Context: an optimization exercise on an open-source flow, tuned for small area. The choices shown serve that exercise and are no tape-out recipe.
In this exercise RTL edits were held to simulation tests only and were not proved equivalent to the original.
Power and IR drop assume default switching activity.

==> inputs of run a <==
==> flow/design.v <==
package pe_cfg_pkg;
    localparam int unsigned PE_DATA_WIDTH = 32;
    localparam logic [2:0] SEL_FB   = 3'd4;
    localparam logic [2:0] SEL_IMM  = 3'd5;
    localparam logic [2:0] SEL_ZERO = 3'd7;
    localparam logic [5:0] OP_NOP  = 6'h00;
    localparam logic [5:0] OP_ADD  = 6'h01;
    localparam logic [5:0] OP_SUB  = 6'h02;
    localparam logic [5:0] OP_AND  = 6'h03;
    localparam logic [5:0] OP_OR   = 6'h04;
    localparam logic [5:0] OP_XOR  = 6'h05;
    localparam logic [5:0] OP_MOVC = 6'h20;
    typedef struct packed {
        logic [5:0]               opcode;
        logic [2:0]               lhs_sel;
        logic [2:0]               rhs_sel;
        logic [2:0]               pred_sel;
        logic                     pred_en;
        logic [PE_DATA_WIDTH-1:0] imm;
    } pe_cfg_t;
    localparam int unsigned CFG_W = 6 + 3 + 3 + 3 + 1 + PE_DATA_WIDTH;
endpackage
module pe_context_mem #(
    parameter  int unsigned CONTEXT_DEPTH = 16,
    localparam int unsigned AW            = $clog2(CONTEXT_DEPTH)
) (
    input  logic          clk,
    input  logic          reset,
    input  logic          we,
    input  logic [AW-1:0] waddr,
    input  pe_cfg_pkg::pe_cfg_t wdata,
    input  logic [AW-1:0] raddr,
    output pe_cfg_pkg::pe_cfg_t rdata
);
    logic [CONTEXT_DEPTH-1:0][pe_cfg_pkg::CFG_W-1:0] mem;
    for (genvar i = 0; i < CONTEXT_DEPTH; i++) begin : g_word
        always_ff @(posedge clk or posedge reset) begin
            if (reset) begin
                mem[i] <= '0;
            end else if (we && waddr == AW'(i)) begin
                mem[i] <= wdata;
            end
        end
    end
    assign rdata = mem[raddr];
endmodule
module pe_operand_stage #(
    parameter  int unsigned DATA_WIDTH    = 32,
    parameter  int unsigned N_IN          = 4,
    parameter  int unsigned CONTEXT_DEPTH = 16,
    localparam int unsigned AW            = $clog2(CONTEXT_DEPTH),
    localparam int unsigned IIW           = AW + 1,
    localparam int unsigned OW            = DATA_WIDTH + 1
) (
    input  logic                    clk,
    input  logic                    reset,
    input  logic                    run,
    input  logic                    stall,
    input  logic [IIW-1:0]          ii,
    input  logic                    cfg_we,
    input  logic [AW-1:0]           cfg_addr,
    input  logic [pe_cfg_pkg::CFG_W-1:0] cfg_data,
    input  logic [N_IN-1:0][OW-1:0] net_in,
    input  logic [DATA_WIDTH-1:0]   alu_fb,
    output logic [5:0]              alu_operation,
    output logic [OW-1:0]           alu_lhs,
    output logic [OW-1:0]           alu_rhs,
    output logic [OW-1:0]           alu_shift,
    output logic [DATA_WIDTH-1:0]   alu_predicate,
    output logic [AW-1:0]           ctx_ptr,
    output logic                    ctx_wrap
);
    logic [AW-1:0]  issue_ptr;
    logic           issue_wrap;
    logic [IIW-1:0] last;
    logic           at_last;
    pe_cfg_pkg::pe_cfg_t cur;
    logic [OW-1:0]  lhs_op, rhs_op, pred_op;
    logic           pred_true;
    logic [5:0]     op_eff;
    pe_context_mem #(.CONTEXT_DEPTH(CONTEXT_DEPTH)) u_mem (
        .clk   (clk),
        .reset (reset),
        .we    (cfg_we),
        .waddr (cfg_addr),
        .wdata (cfg_data),
        .raddr (issue_ptr),
        .rdata (cur)
    );
    function automatic logic [OW-1:0] pick(input logic [2:0] sel,
                                           input logic [N_IN-1:0][OW-1:0] net,
                                           input logic [DATA_WIDTH-1:0] fb,
                                           input logic [DATA_WIDTH-1:0] imm);
        logic [OW-1:0] v;
        v = '0;
        for (int unsigned k = 0; k < N_IN; k++) begin
            if (32'(sel) == k) v = net[k];
        end
        if (32'(sel) == N_IN)     v = {1'b1, fb};
        if (32'(sel) == N_IN + 1) v = {1'b1, imm};
        pick = v;
    endfunction
    localparam logic [IIW-1:0] II_DEPTH = CONTEXT_DEPTH;
    localparam logic [IIW-1:0] II_LAST  = CONTEXT_DEPTH - 1;
    always_comb begin
        last = '0;
        if (ii == '0)
            last = '0;
        else if (ii > II_DEPTH)
            last = II_LAST;
        else
            last = ii - 1'b1;
    end
    assign at_last   = {1'b0, issue_ptr} >= last;
    assign lhs_op    = pick(cur.lhs_sel,  net_in, alu_fb, cur.imm);
    assign rhs_op    = pick(cur.rhs_sel,  net_in, alu_fb, cur.imm);
    assign pred_op   = pick(cur.pred_sel, net_in, alu_fb, cur.imm);
    assign pred_true = pred_op[OW-1] & pred_op[0];
    assign op_eff = (cur.pred_en && !pred_true) ? pe_cfg_pkg::OP_NOP : cur.opcode;
    always_ff @(posedge clk or posedge reset) begin
        if (reset) begin
            issue_ptr     <= '0;
            issue_wrap    <= 1'b0;
            ctx_ptr       <= '0;
            ctx_wrap      <= 1'b0;
            alu_operation <= pe_cfg_pkg::OP_NOP;
            alu_lhs       <= '0;
            alu_rhs       <= '0;
            alu_shift     <= '0;
            alu_predicate <= '0;
        end else if (!stall) begin
            if (!run) begin
                issue_ptr     <= '0;
                issue_wrap    <= 1'b0;
                ctx_ptr       <= '0;
                ctx_wrap      <= 1'b0;
                alu_operation <= pe_cfg_pkg::OP_NOP;
                alu_lhs       <= '0;
                alu_rhs       <= '0;
                alu_shift     <= '0;
                alu_predicate <= '0;
            end else begin
                issue_ptr     <= at_last ? '0 : issue_ptr + 1'b1;
                issue_wrap    <= at_last;
                ctx_ptr       <= issue_ptr;
                ctx_wrap      <= issue_wrap;
                alu_operation <= op_eff;
                alu_lhs       <= lhs_op;
                alu_rhs       <= rhs_op;
                alu_shift     <= {1'b1, cur.imm};
                alu_predicate <= pred_op[DATA_WIDTH-1:0];
            end
        end
    end
endmodule
==> flow/run.sh <==
#!/bin/bash
# synth_recipe.tcl (not shown) runs the flow's synth.tcl, then flattens the netlist and writes it again
# the make line also repeats each setting of config.mk as NAME=value (left out here)
make -C /OpenROAD-flow-scripts/flow DESIGN_CONFIG=/design/flow/config.mk WORK_HOME=/design/flow/orfs CLKGATE_MAP_FILE= SYNTH_SCRIPT=/design/flow/synth_recipe.tcl finish
==> flow/config.mk <==
export PLATFORM = sky130hd
export DESIGN_NAME = pe_operand_stage
export DESIGN_NICKNAME = pe_operand_stage
export VERILOG_FILES = /design/flow/design.v
export SDC_FILE = /design/flow/constraint.sdc
export NUM_CORES = 4
export LEC_CHECK = 0
export CAP_MARGIN = 20
export CORE_MARGIN = 2
export CORE_UTILIZATION = 40
export SLEW_MARGIN = 20
==> flow/constraint.sdc <==
create_clock -name core_clock -period 6.0 [get_ports {clk}]
set_input_delay 1.2000 -clock core_clock [delete_from_list [all_inputs] [get_ports {clk}]]
set_output_delay 1.2000 -clock core_clock [all_outputs]
set_load 0.01 [all_outputs]
==> inputs of run b, as changes to run a <==
==> flow/design.v, changed modules only <==
module pe_context_mem #(
    parameter  int unsigned CONTEXT_DEPTH = 16,
    localparam int unsigned AW            = $clog2(CONTEXT_DEPTH)
) (
    input  logic          clk,
    input  logic          reset,
    input  logic          we,
    input  logic [AW-1:0] waddr,
    input  logic [pe_cfg_pkg::CFG_W-1:0] wdata,
    input  logic [CONTEXT_DEPTH-1:0] rsel,
    output logic [pe_cfg_pkg::CFG_W-1:0] rdata
);
    logic [CONTEXT_DEPTH-1:0][pe_cfg_pkg::CFG_W-1:0] mem;
    logic [CONTEXT_DEPTH-1:0]                        vld;
    for (genvar i = 0; i < CONTEXT_DEPTH; i++) begin : g_word
        always_ff @(posedge clk) begin
            if (we && waddr == AW'(i)) begin
                mem[i] <= wdata;
            end
        end
        always_ff @(posedge clk or posedge reset) begin
            if (reset) begin
                vld[i] <= 1'b0;
            end else if (we && waddr == AW'(i)) begin
                vld[i] <= 1'b1;
            end
        end
    end
    always_comb begin
        rdata = '0;
        for (int unsigned i = 0; i < CONTEXT_DEPTH; i++) begin
            rdata = rdata | (mem[i] & {pe_cfg_pkg::CFG_W{rsel[i] & vld[i]}});
        end
    end
endmodule
module pe_operand_stage #(
    parameter  int unsigned DATA_WIDTH    = 32,
    parameter  int unsigned N_IN          = 4,
    parameter  int unsigned CONTEXT_DEPTH = 16,
    localparam int unsigned AW            = $clog2(CONTEXT_DEPTH),
    localparam int unsigned IIW           = AW + 1,
    localparam int unsigned OW            = DATA_WIDTH + 1
) (
    input  logic                    clk,
    input  logic                    reset,
    input  logic                    run,
    input  logic                    stall,
    input  logic [IIW-1:0]          ii,
    input  logic                    cfg_we,
    input  logic [AW-1:0]           cfg_addr,
    input  logic [pe_cfg_pkg::CFG_W-1:0] cfg_data,
    input  logic [N_IN-1:0][OW-1:0] net_in,
    input  logic [DATA_WIDTH-1:0]   alu_fb,
    output logic [5:0]              alu_operation,
    output logic [OW-1:0]           alu_lhs,
    output logic [OW-1:0]           alu_rhs,
    output logic [OW-1:0]           alu_shift,
    output logic [DATA_WIDTH-1:0]   alu_predicate,
    output logic [AW-1:0]           ctx_ptr,
    output logic                    ctx_wrap
);
    logic                     issued;      
    logic                     issue_wrap;
    logic                     ptr_zero;    
    logic [AW-1:0]            issue_ptr;
    logic [CONTEXT_DEPTH-1:0] issue_oh;
    logic [IIW-1:0]           last;
    logic                     at_last;
    pe_cfg_pkg::pe_cfg_t      cur;
    logic [5:0]               lsel, rsel, psel;
    logic [OW-1:0]            lhs_op, rhs_op, pred_op;
    logic                     pred_true;
    logic [5:0]               op_eff;
    assign issued    = alu_shift[OW-1];
    assign ptr_zero  = !issued || issue_wrap;
    assign issue_ptr = ptr_zero ? '0 : ctx_ptr + 1'b1;
    always_comb begin
        issue_oh    = '0;
        issue_oh[0] = ptr_zero & run;
        for (int unsigned i = 1; i < CONTEXT_DEPTH; i++) begin
            issue_oh[i] = !ptr_zero && run && ctx_ptr == AW'(i - 1);
        end
    end
    pe_context_mem #(.CONTEXT_DEPTH(CONTEXT_DEPTH)) u_mem (
        .clk   (clk),
        .reset (reset),
        .we    (cfg_we),
        .waddr (cfg_addr),
        .wdata (cfg_data),
        .rsel  (issue_oh),
        .rdata (cur)
    );
    function automatic logic [5:0] dec(input logic [2:0] sel, input logic en);
        dec = '0;
        for (int unsigned k = 0; k < 6; k++) begin
            dec[k] = en && sel == 3'(k);
        end
    endfunction
    function automatic logic [OW-1:0] pick(input logic [5:0] s,
                                           input logic [N_IN-1:0][OW-1:0] net,
                                           input logic [DATA_WIDTH-1:0] fb,
                                           input logic [DATA_WIDTH-1:0] imm);
        logic [OW-1:0] v;
        v = '0;
        for (int unsigned k = 0; k < N_IN; k++) begin
            v = v | (net[k] & {OW{s[k]}});
        end
        v = v | ({1'b1, fb}  & {OW{s[N_IN]}});
        v = v | ({1'b1, imm} & {OW{s[N_IN+1]}});
        pick = v;
    endfunction
    localparam logic [IIW-1:0] II_DEPTH = CONTEXT_DEPTH;
    localparam logic [IIW-1:0] II_LAST  = CONTEXT_DEPTH - 1;
    always_comb begin
        last = '0;
        if (ii == '0)
            last = '0;
        else if (ii > II_DEPTH)
            last = II_LAST;
        else
            last = ii - 1'b1;
    end
    assign at_last   = {1'b0, issue_ptr} >= last;
    assign lsel      = dec(cur.lhs_sel,  run);
    assign rsel      = dec(cur.rhs_sel,  run);
    assign psel      = dec(cur.pred_sel, run);
    assign lhs_op    = pick(lsel, net_in, alu_fb, cur.imm);
    assign rhs_op    = pick(rsel, net_in, alu_fb, cur.imm);
    assign pred_op   = pick(psel, net_in, alu_fb, cur.imm);
    assign pred_true = pred_op[OW-1] & pred_op[0];
    assign op_eff = (cur.pred_en && !pred_true) ? pe_cfg_pkg::OP_NOP : cur.opcode;
    always_ff @(posedge clk or posedge reset) begin
        if (reset) begin
            issue_wrap    <= 1'b0;
            ctx_ptr       <= '0;
            ctx_wrap      <= 1'b0;
            alu_operation <= pe_cfg_pkg::OP_NOP;
            alu_lhs       <= '0;
            alu_rhs       <= '0;
            alu_shift     <= '0;
            alu_predicate <= '0;
        end else if (!stall) begin
            issue_wrap    <= run & at_last;
            ctx_ptr       <= run ? issue_ptr : '0;
            ctx_wrap      <= run & issue_wrap;
            alu_operation <= op_eff;
            alu_lhs       <= lhs_op;
            alu_rhs       <= rhs_op;
            alu_shift     <= {run, cur.imm};
            alu_predicate <= pred_op[DATA_WIDTH-1:0];
        end
    end
endmodule
==> comparison <==
Against run b, the wire length of run a is smaller by about 2.3%. Between run b and run a, the lower synthesized area is in run b (gap 13%, measured against run a). In run b the synthesized cell count is lower than in run a, by about 16%. Of run a and run b, run b has the higher first-iteration DRC count (gap 44%, measured against run b). Worst setup slack: run b is lower than run a (0.17 ns). In run b the critical path depth is higher than in run a, by 3. Sequential power: run a is higher than run b (about 15%). In run a the fmax is higher than in run b, by 3.8%.
==> figures <==
| quantity | run a | run b |
|---|---|---|
| Outcome | complete, no violations | complete, no violations |
| Part of the power in registers | 0.409 | 0.494 |
| Number of antenna violations at the first check in global routing | 15 | 19 |
| Leading register cell type out of synthesis | dfrtp_1 | edfxtp_1 |
| Number of well taps | 1488 | 1276 |
| Register bit total from synthesis | 915 | 927 |
| HPWL after detailed placement | 88500 µm | 89200 µm |
| Multi-input gate count | 1945 | 1518 |
| Combinational power | 6.27 mW | 1.86 mW |
| Relative area of non-clock buffer cells in the final design | 0.0831 | 0.0984 |
| Number of ordinary inverters in the final layout | 22 | 14 |
| Sinks on the clock net | 915 | 927 |
| Capture instance of the worst register-to-register path | alu_predicate[21] | alu_predicate[18] |
| Sequential-to-total area share from yosys stat | 0.513 | 0.696 |
| VDD IR-drop max | 0.205 mV | 0.233 mV |
| Crit path launch | run | ctx_ptr[2] |
| Final critical delay including setup and external delays | 4.41 ns | 4.57 ns |
| Avg Cell Area, Syn | 14.1 µm² | 14.6 µm² |

[static timing again, ports no longer ideal]
How much do the figures lean on ideal ports? The routed layouts below were timed once more, with nothing changed but the port constraints. Step 1, drivers: a clkbuf_16 drives clk and a buf_2 each remaining input, both assumed. Step 2 times the ports against the registers' clock, not the clock port: input delays grow and output delays shrink by t, the midpoint of the rising clock arrivals with the driver on. Slacks: ideal / step 1 / step 2; pairs: ideal / step 1.
| run | t (ns) | setup slack, ns | clock arrival spread, ns | worst register clock-pin slew, ns | cell pins on the clock port's net |
|---|---|---|---|---|---|
| run a | 0.716 | 1.595 / 1.617 / 0.901 | 0.036 / 0.036 | 0.07 / 0.07 | 1 |
| run b | 0.742 | 1.426 / 1.426 / 1.001 | 0.034 / 0.034 | 0.07 / 0.07 | 1 |
After both steps every run listed still meets setup and hold. For run a, which loses most, drivers alone change the setup slack by +0.022 ns; drivers and shift together by -0.694 ns.
